Source: an optimization exercise on an open RTL-to-GDS flow (aim: small area, a short achievable clock period and few clock cycles per item). Production flows keep margins and buffers that such runs may drop.
In this exercise RTL edits were held to simulation tests only and were not proved equivalent to the original.
Power figures rest on the tool's default switching activity, not on a simulated workload.

== sierra ==
==> flow/design.v <==
module mul_axil (
  input  logic        Clk,
  input  logic        arst_n,
  input  logic        s_awvalid,
  output logic        s_awready,
  input  logic [7:0]  s_awaddr,
  input  logic        s_wvalid,
  output logic        s_wready,
  input  logic [31:0] s_wdata,
  input  logic [3:0]  s_wstrb,
  output logic        s_bvalid,
  input  logic        s_bready,
  output logic [1:0]  s_bresp,
  input  logic        s_arvalid,
  output logic        s_arready,
  input  logic [7:0]  s_araddr,
  output logic        s_rvalid,
  input  logic        s_rready,
  output logic [31:0] s_rdata,
  output logic [1:0]  s_rresp
);
  logic        bvalid, rvalid;
  logic        bresp_err;
  logic [31:0] rdata;
  logic [15:0] opa, opb;
  logic wr_fire, rd_fire, ctrl_go;
  logic aw_a, aw_b, aw_c;
  assign wr_fire = s_awvalid & s_wvalid & ~bvalid;
  assign rd_fire = s_arvalid & ~rvalid;
  assign aw_a = (s_awaddr == 8'h00);
  assign aw_b = (s_awaddr == 8'h04);
  assign aw_c = (s_awaddr == 8'h08);
  assign ctrl_go = wr_fire & aw_c & s_wstrb[0] & s_wdata[0];
  always_ff @(posedge Clk or negedge arst_n) begin
    if (!arst_n) begin
      opa <= '0;
      opb <= '0;
    end else begin
      if (wr_fire & aw_a & s_wstrb[0]) opa[7:0]  <= s_wdata[7:0];
      if (wr_fire & aw_a & s_wstrb[1]) opa[15:8] <= s_wdata[15:8];
      if (wr_fire & aw_b & s_wstrb[0]) opb[7:0]  <= s_wdata[7:0];
      if (wr_fire & aw_b & s_wstrb[1]) opb[15:8] <= s_wdata[15:8];
    end
  end
  logic        busy;           
  logic        fin;            
  logic [1:0]  cnt;            
  logic [3:0]  dig;            
  logic [15:0] hs, hc;
  logic [3:0]  ps, pc;
  logic [19:0] hi;
  logic [11:0] lo;
  logic        done;
  logic        has;            
  function automatic logic [39:0] csa(input logic [19:0] x, input logic [19:0] y,
                                      input logic [19:0] z);
    logic [19:0] s, c;
    s = x ^ y ^ z;
    c = ((x & y) | (x & z) | (y & z)) << 1;
    csa = {s, c};
  endfunction
  logic [4:0]  pr;
  logic [19:0] r0, r1, r2, r3, r4, r5;
  logic [19:0] s1, c1, s2, c2, s3, c3, sn, cn;
  assign pr = {1'b0, ps} + {1'b0, pc};
  assign r0 = {4'h0, hs & {16{busy}}};
  assign r1 = {4'h0, hc & {16{busy}}};
  assign r2 = {4'h0, opb & {16{dig[0]}}};
  assign r3 = {3'h0, opb & {16{dig[1]}}, pr[4] & busy};
  assign r4 = {2'h0, opb & {16{dig[2]}}, 2'h0};
  assign r5 = {1'h0, opb & {16{dig[3]}}, 3'h0};
  assign {s1, c1} = csa(r0, r1, r2);
  assign {s2, c2} = csa(r3, r4, r5);
  assign {s3, c3} = csa(s1, c1, s2);
  assign {sn, cn} = csa(s3, c3, c2);
  always_ff @(posedge Clk) begin
    hs <= sn[19:4];
    hc <= cn[19:4];
    ps <= sn[3:0];
    pc <= cn[3:0];
  end
  always_ff @(posedge Clk) begin
    if (busy) begin
      lo <= {pr[3:0], lo[11:4]};
    end
    if (fin) begin
      hi <= {hs, ps} + {hc, pc};
    end
  end
  always_ff @(posedge Clk or negedge arst_n) begin
    if (!arst_n) begin
      cnt  <= '0;
      busy <= 1'b0;
      fin  <= 1'b0;
      done <= 1'b0;
      has  <= 1'b0;
    end else begin
      if (ctrl_go | busy) begin
        cnt <= cnt + 2'd1;
      end
      if (ctrl_go) begin
        busy <= 1'b1;
        has  <= 1'b1;
      end else if (cnt == 2'd3) begin
        busy <= 1'b0;
      end
      fin <= busy & (cnt == 2'd3);
      if (ctrl_go) begin
        done <= 1'b0;
      end else if (busy & (cnt == 2'd1)) begin
        done <= 1'b1;
      end
    end
  end
  always_ff @(posedge Clk) begin
    if (busy) begin
      case (cnt)
        2'd1:    dig <= opa[11:8];
        2'd2:    dig <= opa[15:12];
        default: dig <= opa[3:0];
      endcase
    end else begin
      dig <= ctrl_go ? opa[7:4] : opa[3:0];
    end
  end
  logic sel_a, sel_b, sel_p, st_done, rd_err;
  logic [7:0] ra;
  assign ra = s_araddr;
  always_ff @(posedge Clk or negedge arst_n) begin
    if (!arst_n) begin
      bvalid <= 1'b0;
      rvalid <= 1'b0;
    end else begin
      if (wr_fire)       bvalid <= 1'b1;
      else if (s_bready) bvalid <= 1'b0;
      if (rd_fire)       rvalid <= 1'b1;
      else if (s_rready) rvalid <= 1'b0;
    end
  end
  always_ff @(posedge Clk) begin
    if (!bvalid) bresp_err <= ~(aw_a | aw_b | aw_c);
    if (!rvalid) begin
      sel_a   <= (ra == 8'h00);
      sel_b   <= (ra == 8'h04);
      sel_p   <= (ra == 8'h10) & ~busy & has;
      st_done <= (ra == 8'h0C) & done;
      rd_err  <= ~((ra == 8'h00) | (ra == 8'h04) | (ra == 8'h08) | (ra == 8'h0C)
                   | (ra == 8'h10));
    end
  end
  assign rdata = ({32{sel_p}} & {hi, lo})
               | {16'h0, {16{sel_a}} & opa}
               | {16'h0, {16{sel_b}} & opb}
               | {31'h0, st_done};
  assign s_awready = ~bvalid;
  assign s_wready  = ~bvalid;
  assign s_bvalid  = bvalid;
  assign s_bresp   = {bresp_err, 1'b0};
  assign s_arready = ~rvalid;
  assign s_rvalid  = rvalid;
  assign s_rdata   = rdata;
  assign s_rresp   = {rd_err, 1'b0};
endmodule
clock: 3.2 ns
lec_check: 0
cap_margin: 20
core_margin: 2
core_utilization: 60
cts_buf_list: sky130_fd_sc_hd__clkbuf_4 sky130_fd_sc_hd__clkbuf_8
cts_cluster_size: 30
setup_slack_margin: 0.7
slew_margin: 20
standard.sh (not shown) runs the stock make flow with config.mk's settings and CLKGATE_MAP_FILE= SYNTH_SCRIPT=/design/flow/synth_recipe.tcl, a recipe that flattens the netlist after the stock synthesis.
==> flow/flow/run.sh <==
#!/bin/bash
# Standard layout, with plain buffers on the ports and resizing not tied to
# cell footprints. Each step's own log is also kept under orfs/logs/.
set -euo pipefail
bash standard.sh \
  "BUFFER_PORTS_ARGS=-buffer_cell sky130_fd_sc_hd__buf_1" \
  MATCH_CELL_FOOTPRINT=0 \
  finish > standard.log 2>&1
In summary, sierra completed successfully, with a layout that passed the timing, design-rule and antenna checks.
Testbench counts of sierra, summed over its fixed seeds: cycles 5,120, items 512.
diff inputs: sierra => juniper
Settings: changing CORE_UTILIZATION from 60 to 75.
--- outcome ---
juniper against sierra: share of layout cells above drive strength 1 -0.50 points; peak supply drop -about 20%; leakage power figure -1.0%; number of post-CTS setup repair buffers -2.
In juniper the cell count of the worst reg-to-reg path turned out 1 higher than in sierra.
Compared with sierra, post-layout total power in juniper decreased by a few percent.
Combinational power was higher in the run labelled juniper.
juniper vs sierra, launching element of the worst setup path: ps[2] vs opb[0]
#### Input delta (xenon over juniper)
Settings: CORE_UTILIZATION: 75 -> 65; SETUP_SLACK_MARGIN: 0.7 -> 0.8; CTS_CLUSTER_SIZE: 30 -> unset.
--- outcome ---
- Compared with juniper, in xenon biggest fanout along the worst timing path higher; clock buffer count moved up; first-pass GRT wire length went up 1.3%.
- In the flow results for juniper and xenon, the period utilization is smaller on xenon.
- Changes observed in xenon relative to juniper: length in cells of the worst reg-to-reg path moved down, post-detailed-routing wire length moved down, first-iteration DRC count moved down.
- Relative to juniper, the met1 layer wirelength in the final routing of xenon is higher by about 4%.
- The lower measured slew at the worst slew-check pin of juniper and xenon is in xenon.
What nickel does differently from xenon at the input level:
Settings: a change of CTS_BUF_LIST from sky130_fd_sc_hd__clkbuf_4 sky130_fd_sc_hd__clkbuf_8 to sky130_fd_sc_hd__clkbuf_8; a change of SETUP_SLACK_MARGIN from 0.8 to 0.7; a change of CORE_UTILIZATION from 65 to 75; an added CTS_CLUSTER_SIZE of 30.
Findings:
nickel completed end to end with timing, DRC and antenna clean. Compared to xenon, nickel has number of instances resized during post-cts repair 3 lower. [compare] base=xenon new=nickel: first-pass iteration count of the detailed router decreased 2, sequential share of layout area now larger, clock share of power saw a decrease. Diff xenon -> nickel | area used by multi-input combinational logic | down slightly. Delta (nickel minus xenon): combinational power shows no meaningful change; detail-routed via count per cell +0.33. STATUS minimum clock period after layout: nickel loses against xenon. Worst IR drop on VDD (nickel over xenon): decrease, 18%.
#### Input delta (willow over nickel)
Settings: CTS_BUF_LIST now sky130_fd_sc_hd__clkbuf_4 sky130_fd_sc_hd__clkbuf_8, was sky130_fd_sc_hd__clkbuf_8; CTS_CLUSTER_SIZE no longer set, was 30; SETUP_SLACK_MARGIN now 0.8, was 0.7; CORE_UTILIZATION now 55, was 75.
==> flow/flow/run.sh <==
#!/bin/bash
# Standard layout, with plain buffers on the ports, resizing not tied to
# cell footprints and a clock tree without dummy loads. Each step's own log
# is also kept under orfs/logs/.
set -euo pipefail
bash standard.sh \
  "BUFFER_PORTS_ARGS=-buffer_cell sky130_fd_sc_hd__buf_1" \
  MATCH_CELL_FOOTPRINT=0 \
  "CTS_ARGS=-sink_clustering_enable -repair_clock_nets -sink_clustering_size 30 -buf_list {sky130_fd_sc_hd__clkbuf_4 sky130_fd_sc_hd__clkbuf_8} -dont_use_dummy_load" \
  finish > standard.log 2>&1
[summary]
- Summary — final hold slack, willow relative to nickel: lower, by 0.049 ns.
- Chip width, willow vs nickel: up by more than 10%
- Looking at vias after detailed routing, willow sits below nickel.
- The lower final cell count came out of nickel.
- willow against nickel: worst ir drop on vdd decreased by about 12% relative to the old numbers, power after layout went down.
- Diff nickel -> willow: share of total power in sequential cells went up by 5.4 points; global-route met3 utilization went down by 1.9 points; setup slack went up by 0.076 ns; timing-limited maximum frequency went up by 3.3%.
What garnet does differently from willow at the input level:
Settings: an added CTS_CLUSTER_SIZE of 30; a change of SETUP_SLACK_MARGIN from 0.8 to 0.7; a change of CORE_UTILIZATION from 55 to 70.
==> flow/flow/run.sh <==
#!/bin/bash
# Standard layout, with plain buffers on the ports and resizing not tied to
# cell footprints. Each step's own log is also kept under orfs/logs/.
set -euo pipefail
bash standard.sh \
  "BUFFER_PORTS_ARGS=-buffer_cell sky130_fd_sc_hd__buf_1" \
  MATCH_CELL_FOOTPRINT=0 \
  finish > standard.log 2>&1
==> summary.txt <==
For willow and garnet, there was not a single run that failed to finish clean.
Taking willow as the reference, in garnet count of buffering cells on the critical path with inverters included has decreased, hold slack rose 0.028 ns, worst relative slew slack now sits higher.
Delta (garnet minus willow): static leakage increased by 0.033 nW relative to the old numbers, fmax shrank by 4.3%, power now sits higher.
Looking at kind of critical path, the reg -> out result is from willow; the reg -> reg one comes from garnet.

separate check: timing with driven ports:
How much do the figures lean on ideal ports? The routed layouts below were timed once more, with nothing changed but the port constraints. Step 1 (the two cells are an assumption about what drives the block):
set clk [get_ports {Clk}]
set_driving_cell -lib_cell sky130_fd_sc_hd__clkbuf_16 $clk
set_driving_cell -lib_cell sky130_fd_sc_hd__buf_2 [delete_from_list [all_inputs] $clk]
Step 2 moves the port delays by t, midway between the first and last clock arrival at a register: inputs arrive t later, outputs are due t later. That takes back most of the time a late clock gives input paths. Slacks: no drivers / after step 1 / after step 2; pairs: no drivers / after step 1.
run | t (ns) | setup slack, ns | worst hold slack (ns)
sierra | 0.483 | 0.785 / 0.785 / 0.564 | 0.307 / 0.294 / 0.452
juniper | 0.463 | 0.775 / 0.775 / 0.511 | 0.340 / 0.334 / 0.446
xenon | 0.473 | 0.872 / 0.856 / 0.510 | 0.313 / 0.300 / 0.464
nickel | 0.460 | 0.785 / 0.785 / 0.511 | 0.330 / 0.324 / 0.443
willow | 0.466 | 0.861 / 0.829 / 0.522 | 0.282 / 0.280 / 0.454
garnet | 0.478 | 0.757 / 0.757 / 0.513 | 0.309 / 0.294 / 0.453
After both steps setup and hold are still met in every run listed. For xenon, which loses most, drivers alone change the setup slack by -0.016 ns; drivers and shift together by -0.362 ns.
